Context: an optimization exercise on an open-source flow, tuned for small area. The choices shown serve that exercise and are no tape-out recipe.
Only simulation tests tie the RTL to the original design; equivalence was not proved.
No activity file was given, so power comes from the tool's default toggle rates.

==> flow/design.v <==
package rv_core_pkg;
    typedef logic [32-1:0] word_t;
    typedef logic [$clog2(32)-1:0] reg_idx_t;
    typedef logic [3:0] funct_t;
    typedef enum logic [3:0] {
        ALU_ADD  = 4'b0000,
        ALU_SUB  = 4'b0001,
        ALU_SLT  = 4'b0010,   
        ALU_SLTU = 4'b0011,   
        ALU_SLL  = 4'b0100,
        ALU_SRL  = 4'b0101,
        ALU_XOR  = 4'b0110,
        ALU_OR   = 4'b0111,
        ALU_AND  = 4'b1000,
        ALU_SRA  = 4'b1001    
    } alu_op_t;
endpackage
`timescale 1ns/1ps
module rv_aoi222 (
    input  logic [2:0] s,
    input  logic [2:0] d,
    output logic       y_n
);
    assign y_n = ~|(s & d);
endmodule
module rv_nand4 (
    input  logic [3:0] a,
    output logic       y
);
    assign y = ~&a;
endmodule
module rv_regfile (
    input  logic       clk,
    input  logic       first,   
    input  logic [4:0] rd_w,    
    input  logic [3:0] wd,      
    input  logic [4:0] rs1,
    input  logic [4:0] rs2,
    output logic [3:0] a,       
    output logic [3:0] rd2      
);
    logic [127:0] head;   
    assign head[3:0] = 4'd0;   
    for (genvar r = 1; r < 32; r++) begin : g_reg
        logic [31:0] q;   
        logic        we;
        assign we = first || (rd_w == 5'(r));
        assign head[4*r +: 4] = q[3:0];
        always_ff @(posedge clk) begin
            q <= {we ? wd : q[3:0], q[31:4]};
        end
    end
    for (genvar p = 0; p < 2; p++) begin : g_port
        logic [4:0]  rs;
        logic [31:0] sel;
        logic [3:0]  o, m;
        logic        fwd;
        assign rs  = p ? rs2 : rs1;
        assign fwd = first || ((rs == rd_w) && (rd_w != 5'd0));
        for (genvar r = 0; r < 32; r++) begin : g_sel
            assign sel[r] = (rs == 5'(r));
        end
        for (genvar j = 0; j < 4; j++) begin : g_bit
            logic [11:0] t_n;   
            logic [2:0]  u;
            for (genvar m = 0; m < 10; m++) begin : g_aoi
                rv_aoi222 aoi (
                    .s (sel[3*m+3:3*m+1]),
                    .d ({head[4*(3*m+3)+j], head[4*(3*m+2)+j], head[4*(3*m+1)+j]}),
                    .y_n (t_n[m])
                );
            end
            assign t_n[10] = ~(sel[31] & head[4*31+j]);
            assign t_n[11] = 1'b1;
            rv_nand4 n0 (.a(t_n[3:0]),  .y(u[0]));
            rv_nand4 n1 (.a(t_n[7:4]),  .y(u[1]));
            rv_nand4 n2 (.a(t_n[11:8]), .y(u[2]));
            assign m[j] = |u;
        end
        assign o = fwd ? wd : m;
    end
    assign a   = g_port[0].o;
    assign rd2 = g_port[1].o;
endmodule
`timescale 1ns/1ps
module rv_core_top (
    input  logic     clk,
    input  logic     rst_n,
    input  rv_core_pkg::word_t    imem_insn,      
    output rv_core_pkg::word_t    imem_addr,
    output logic     retire_valid,   
    output rv_core_pkg::reg_idx_t retire_rd,
    output rv_core_pkg::word_t    retire_data
);
    logic [32:0] cnt;     
    logic        first;   
    always_ff @(posedge clk or negedge rst_n) begin
        if (!rst_n) begin
            cnt   <= '0;
            first <= 1'b1;
        end else begin
            cnt   <= cnt + 33'd1;
            if (cnt[2:0] == 3'd7) first <= 1'b0;
        end
    end
    logic [2:0] ph;
    logic       ph0, ph1, ph7;
    assign ph  = cnt[2:0];
    assign ph0 = (ph == 3'd0);
    assign ph1 = (ph == 3'd1);
    assign ph7 = (ph == 3'd7);
    assign imem_addr = {cnt[32:3], 2'b00};
    logic [31:0] insn;
    logic        is_op, is_imm, writes, alt, fb, sub, cmp, is_sll, is_srl;
    logic [4:0]  rs1, rs2, rd;
    logic [2:0]  fn;
    assign insn   = imem_insn;
    assign is_op  = (insn[6:0] == 7'b0110011);
    assign is_imm = (insn[6:0] == 7'b0010011);
    assign rd     = insn[11:7];
    assign rs1    = insn[19:15];
    assign rs2    = insn[24:20];
    assign writes = (is_op || is_imm) && (rd != 5'd0);
    assign alt    = is_op && insn[30];
    assign fb     = alt && (insn[14:12] != 3'b000) && (insn[14:12] != 3'b101);
    assign fn     = fb ? 3'b000 : insn[14:12];
    assign sub    = alt && (insn[14:12] == 3'b000);
    assign cmp    = (fn[2:1] == 2'b01);
    assign is_sll = (fn == 3'b001);
    assign is_srl = (fn == 3'b101);
    logic [4:0] rd_w;     
    logic [3:0] wd;       
    logic [3:0] a, b, rd2, immn;
    rv_regfile rf (
        .clk   (clk),
        .first (first),
        .rd_w  (rd_w),
        .wd    (wd),
        .rs1   (rs1),
        .rs2   (rs2),
        .a     (a),
        .rd2   (rd2)
    );
    always_comb begin
        case (ph)
            3'd0:    immn = insn[23:20];
            3'd1:    immn = insn[27:24];
            3'd2:    immn = insn[31:28];
            default: immn = {4{insn[31]}};
        endcase
    end
    assign b = is_op ? rd2 : immn;
    logic [31:0] h;       
    logic [4:0]  s;       
    logic [4:0]  sh;      
    always_ff @(posedge clk) begin
        h <= {a, h[31:4]};
        if (ph0) s[3:0] <= b;
        if (ph1) s[4]   <= b[0];
    end
    assign sh = {ph0 ? 1'b0 : (ph1 ? b[0] : s[4]), ph0 ? b : s[3:0]};
    logic       c;
    logic       cin, inv;
    logic [3:0] bx;
    logic [4:0] sum;
    logic       lt;
    logic [35:0] y;
    logic [35:0] ysh;
    logic [3:0] sll_n;
    logic [3:0] res;
    assign inv = sub || cmp;
    assign cin = ph0 ? inv : c;
    assign bx  = b ^ {4{inv}};
    assign sum = {1'b0, a} + {1'b0, bx} + {4'd0, cin};
    logic ltx, cmp_d;
    always_ff @(posedge clk) begin
        c     <= sum[4];
        ltx   <= !fn[0] && (a[3] ^ b[3]);   
        cmp_d <= ph7 && cmp;
    end
    assign lt = cmp_d && (!c ^ ltx);
    assign y   = {a, h};
    assign ysh = y << sh;
    for (genvar j = 0; j < 4; j++) begin : g_sll
        assign sll_n[j] = ({ph, 2'(j)} >= sh) ? ysh[32 + j] : 1'b0;
    end
    always_comb begin
        case (fn)
            3'b000:  res = sum[3:0];
            3'b001:  res = sll_n;
            3'b100:  res = a ^ b;
            3'b110:  res = a | b;
            3'b111:  res = a & b;
            default: res = 4'd0;   
        endcase
    end
    logic       srl_w, sra_w, sgn_w;
    logic [4:0] s_w;
    always_ff @(posedge clk) begin
        if (ph == 3'd6) begin
            srl_w <= is_srl;
            sra_w <= insn[30];
            s_w   <= s;
        end
        if (ph7) begin
            rd_w  <= writes ? rd : 5'd0;
            sgn_w <= a[3];
        end
    end
    logic [31:0] ysr;
    logic [2:0]  kn;      
    logic        fill;
    logic [3:0]  srl_n;
    assign ysr  = {a, h[31:4]} >> s_w;
    assign kn   = ph + 3'd1;
    assign fill = sra_w && (ph7 ? a[3] : sgn_w);
    for (genvar j = 0; j < 4; j++) begin : g_srl
        assign srl_n[j] = (({1'b0, kn, 2'(j)} + {1'b0, s_w}) > 6'd31) ? fill : ysr[j];
    end
    logic [31:0] r_q;
    always_ff @(posedge clk) begin
        r_q[31:28] <= res;
        r_q[27:24] <= r_q[31:28] & ~{4{ph1 && is_sll && b[0]}};
        r_q[23:4]  <= r_q[27:8];
        r_q[3:0]   <= srl_w ? srl_n : r_q[7:4];
    end
    logic [3:0] w;
    assign w  = {r_q[3:1], r_q[0] | lt};
    assign wd = first ? 4'd0 : w;
    logic [27:0] rt;
    always_ff @(posedge clk) begin
        rt <= {w, rt[27:4]};
    end
    assign retire_valid = ph7 && !first && (rd_w != 5'd0);
    assign retire_rd    = rd_w;
    assign retire_data  = {r_q[3:0], rt};
endmodule
export LEC_CHECK = 0
export CAP_MARGIN = 20
export CORE_MARGIN = 2
export CORE_UTILIZATION = 60
export CTS_BUF_LIST = sky130_fd_sc_hd__clkbuf_8
export CTS_CLUSTER_DIAMETER = 50
export CTS_CLUSTER_SIZE = 16
export GPL_TIMING_DRIVEN = 0
export SLEW_MARGIN = 20
export SYNTH_HIERARCHICAL = 1
create_clock -name core_clock -period 5.2 [get_ports {clk}]
run.sh (not shown) runs the stock make flow with config.mk's settings and CLKGATE_MAP_FILE= SYNTH_SCRIPT=/design/flow/synth_recipe.tcl, a recipe that flattens the netlist after the stock synthesis.
The first run reached the layout checks and failed them: negative setup slack.
Next try:
==> flow/flow/run.sh (new file) <==
#!/bin/bash
# The standard layout (standard.sh, unchanged synthesis) with these
# changes to how the layout is made:
#  - ports are buffered with the smallest buffer cell instead of a delay cell
#  - the clock tree gets no dummy balancing loads
#  - timing-driven global placement keeps none of the buffers its trial
#    repairs insert (they are only used to weigh nets)
# Everything else (floorplan, power grid, taps, placement, routing) is the
# standard flow. The make output goes to layout.log in this folder; ORFS's
# per-step logs stay under orfs/logs.
set -euo pipefail
export BUFFER_PORTS_ARGS="-buffer_cell sky130_fd_sc_hd__buf_1"
export CTS_ARGS="-sink_clustering_enable -repair_clock_nets -sink_clustering_size 30 -sink_clustering_max_diameter 60 -buf_list sky130_fd_sc_hd__clkbuf_16 -dont_use_dummy_load"
export GPL_KEEP_OVERFLOW=0
bash standard.sh > layout.log 2>&1
==> flow/standard.sh (new file) <==
#!/bin/bash
# synth_recipe.tcl (not shown) runs the flow's synth.tcl, then flattens the netlist and writes it again
# the make line also repeats each setting of config.mk as NAME=value (left out here)
make -C /OpenROAD-flow-scripts/flow DESIGN_CONFIG=/design/flow/config.mk WORK_HOME=/design/flow/orfs CLKGATE_MAP_FILE= SYNTH_SCRIPT=/design/flow/synth_recipe.tcl "${@:-finish}"
CAP_MARGIN = 10   (was 20)
CORE_UTILIZATION = 70   (was 60)
CTS_CLUSTER_DIAMETER = 45   (was 50)
CTS_CLUSTER_SIZE = 18   (was 16)
GPL_TIMING_DRIVEN = default   (was 0)
SLEW_MARGIN = 10   (was 20)
removed: flow/run.sh
- With this change the flow passed the timing, design-rule and antenna checks
- die area came out lower by about a fifth
- final cell count came out lower by a little under a tenth
- synthesized area does not change
- via count came out lower by a few percent
- combinational power came out lower by about a fifth

---

Starts from the design.v that is shown in full above.
export LEC_CHECK = 0
export CAP_MARGIN = 10
export CORE_MARGIN = 2
export CORE_UTILIZATION = 70
export CTS_BUF_LIST = sky130_fd_sc_hd__clkbuf_8
export CTS_CLUSTER_DIAMETER = 45
export CTS_CLUSTER_SIZE = 18
export SLEW_MARGIN = 10
export SYNTH_HIERARCHICAL = 1
create_clock -name core_clock -period 5.2 [get_ports {clk}]
standard.sh (not shown) runs the stock make flow with config.mk's settings and CLKGATE_MAP_FILE= SYNTH_SCRIPT=/design/flow/synth_recipe.tcl, a recipe that flattens the netlist after the stock synthesis.
==> flow/flow/run.sh <==
#!/bin/bash
# The standard layout (standard.sh, unchanged synthesis) with three
# changes to how the layout is made:
#  - ports are buffered with the smallest buffer cell instead of a delay cell
#  - the clock tree gets no dummy balancing loads
#  - after global routing, cells off the critical paths are downsized
#    (ORFS power recovery)
# Everything else (floorplan, power grid, taps, placement, routing) is the
# standard flow. The make output goes to layout.log in this folder; ORFS's
# per-step logs stay under orfs/logs.
set -euo pipefail
export BUFFER_PORTS_ARGS="-buffer_cell sky130_fd_sc_hd__buf_1"
export CTS_ARGS="-sink_clustering_enable -repair_clock_nets -sink_clustering_size 18 -sink_clustering_max_diameter 45 -buf_list sky130_fd_sc_hd__clkbuf_8 -dont_use_dummy_load"
export RECOVER_POWER=100
bash standard.sh > layout.log 2>&1
The starting point finished but fails on capacitance limit, slew limit.
Rerun with:
==> flow/run.sh (new file) <==
#!/bin/bash
# synth_recipe.tcl (not shown) runs the flow's synth.tcl, then flattens the netlist and writes it again
# the make line also repeats each setting of config.mk as NAME=value (left out here)
make -C /OpenROAD-flow-scripts/flow DESIGN_CONFIG=/design/flow/config.mk WORK_HOME=/design/flow/orfs CLKGATE_MAP_FILE= SYNTH_SCRIPT=/design/flow/synth_recipe.tcl finish
removed: flow/flow/run.sh
removed: flow/standard.sh
What happened:
- This time the run finished with timing, DRC and antenna clean
- die area stays the same
- worst setup slack got worse by 0.14 ns
- worst hold slack improves by 0.056 ns
- critical path depth rises by 4
- global-route usage is higher by 1.1 points
- cell area rose by a few percent
- routed wire length is higher by a few percent
- synthesized cell count stays the same
Rerun with:
==> flow/flow/run.sh (new file) <==
#!/bin/bash
# The standard layout (standard.sh, unchanged synthesis) with these
# changes to how the layout is made:
#  - ports are buffered with the smallest buffer cell instead of a delay cell
#  - the clock tree gets no dummy balancing loads
#  - timing-driven global placement keeps none of the buffers its trial
#    repairs insert (they are only used to weigh nets)
# Everything else (floorplan, power grid, taps, placement, routing) is the
# standard flow. The make output goes to layout.log in this folder; ORFS's
# per-step logs stay under orfs/logs.
set -euo pipefail
export BUFFER_PORTS_ARGS="-buffer_cell sky130_fd_sc_hd__buf_1"
export CTS_ARGS="-sink_clustering_enable -repair_clock_nets -sink_clustering_size 18 -sink_clustering_max_diameter 45 -buf_list sky130_fd_sc_hd__clkbuf_8 -dont_use_dummy_load"
export GPL_KEEP_OVERFLOW=0
bash standard.sh > layout.log 2>&1
==> flow/standard.sh (new file) <==
#!/bin/bash
# synth_recipe.tcl (not shown) runs the flow's synth.tcl, then flattens the netlist and writes it again
# the make line also repeats each setting of config.mk as NAME=value (left out here)
make -C /OpenROAD-flow-scripts/flow DESIGN_CONFIG=/design/flow/config.mk WORK_HOME=/design/flow/orfs CLKGATE_MAP_FILE= SYNTH_SCRIPT=/design/flow/synth_recipe.tcl "${@:-finish}"
removed: flow/run.sh
Result: The new run completed with no timing, DRC or antenna violations; routed wire length goes down by 11%; cell area goes down by 4.3%; clock-buffer cell count stays the same; sequential cell count does not change; non-clock buffer count goes down by 76; via count goes down by 4.4%; die area does not change; synthesized area does not change.

## separate check: timing with driven ports
How much do the figures lean on ideal ports? The routed layouts below were timed once more, with nothing changed but the port constraints.
Step 1 assumes that a clkbuf_16 drives the clock port and a buf_2 every other input.
Step 2 times the ports against the registers' clock, not the clock port: input delays grow and output delays shrink by t, the midpoint of the rising clock arrivals with the driver on.
a / b / c = ideal ports / drivers / drivers and shift; a / b = the first two.
run | t (ns) | slack for setup (ns) | worst hold slack (ns) | worst data-port slew with drivers (ns)
the first run of note 1 | 0.742 | -0.013 / 0.016 / -0.726 | 0.184 / 0.153 / 0.320 | 0.11
the second run of note 1 | 0.643 | 0.179 / 0.161 / -0.483 | 0.247 / 0.247 / 0.247 | 0.08
the first run of note 2 | 0.712 | 0.420 / 0.411 / -0.301 | 0.259 / 0.259 / 0.259 | 0.08
the second run of note 2 | 0.756 | 0.281 / 0.212 / -0.544 | 0.315 / 0.315 / 0.315 | 0.12
the third run of note 2 | 0.696 | 0.200 / 0.183 / -0.513 | 0.258 / 0.258 / 0.258 | 0.09
The setup slack of the second run of note 2, which loses most, moves by -0.069 ns with the drivers and by -0.825 ns with both steps.
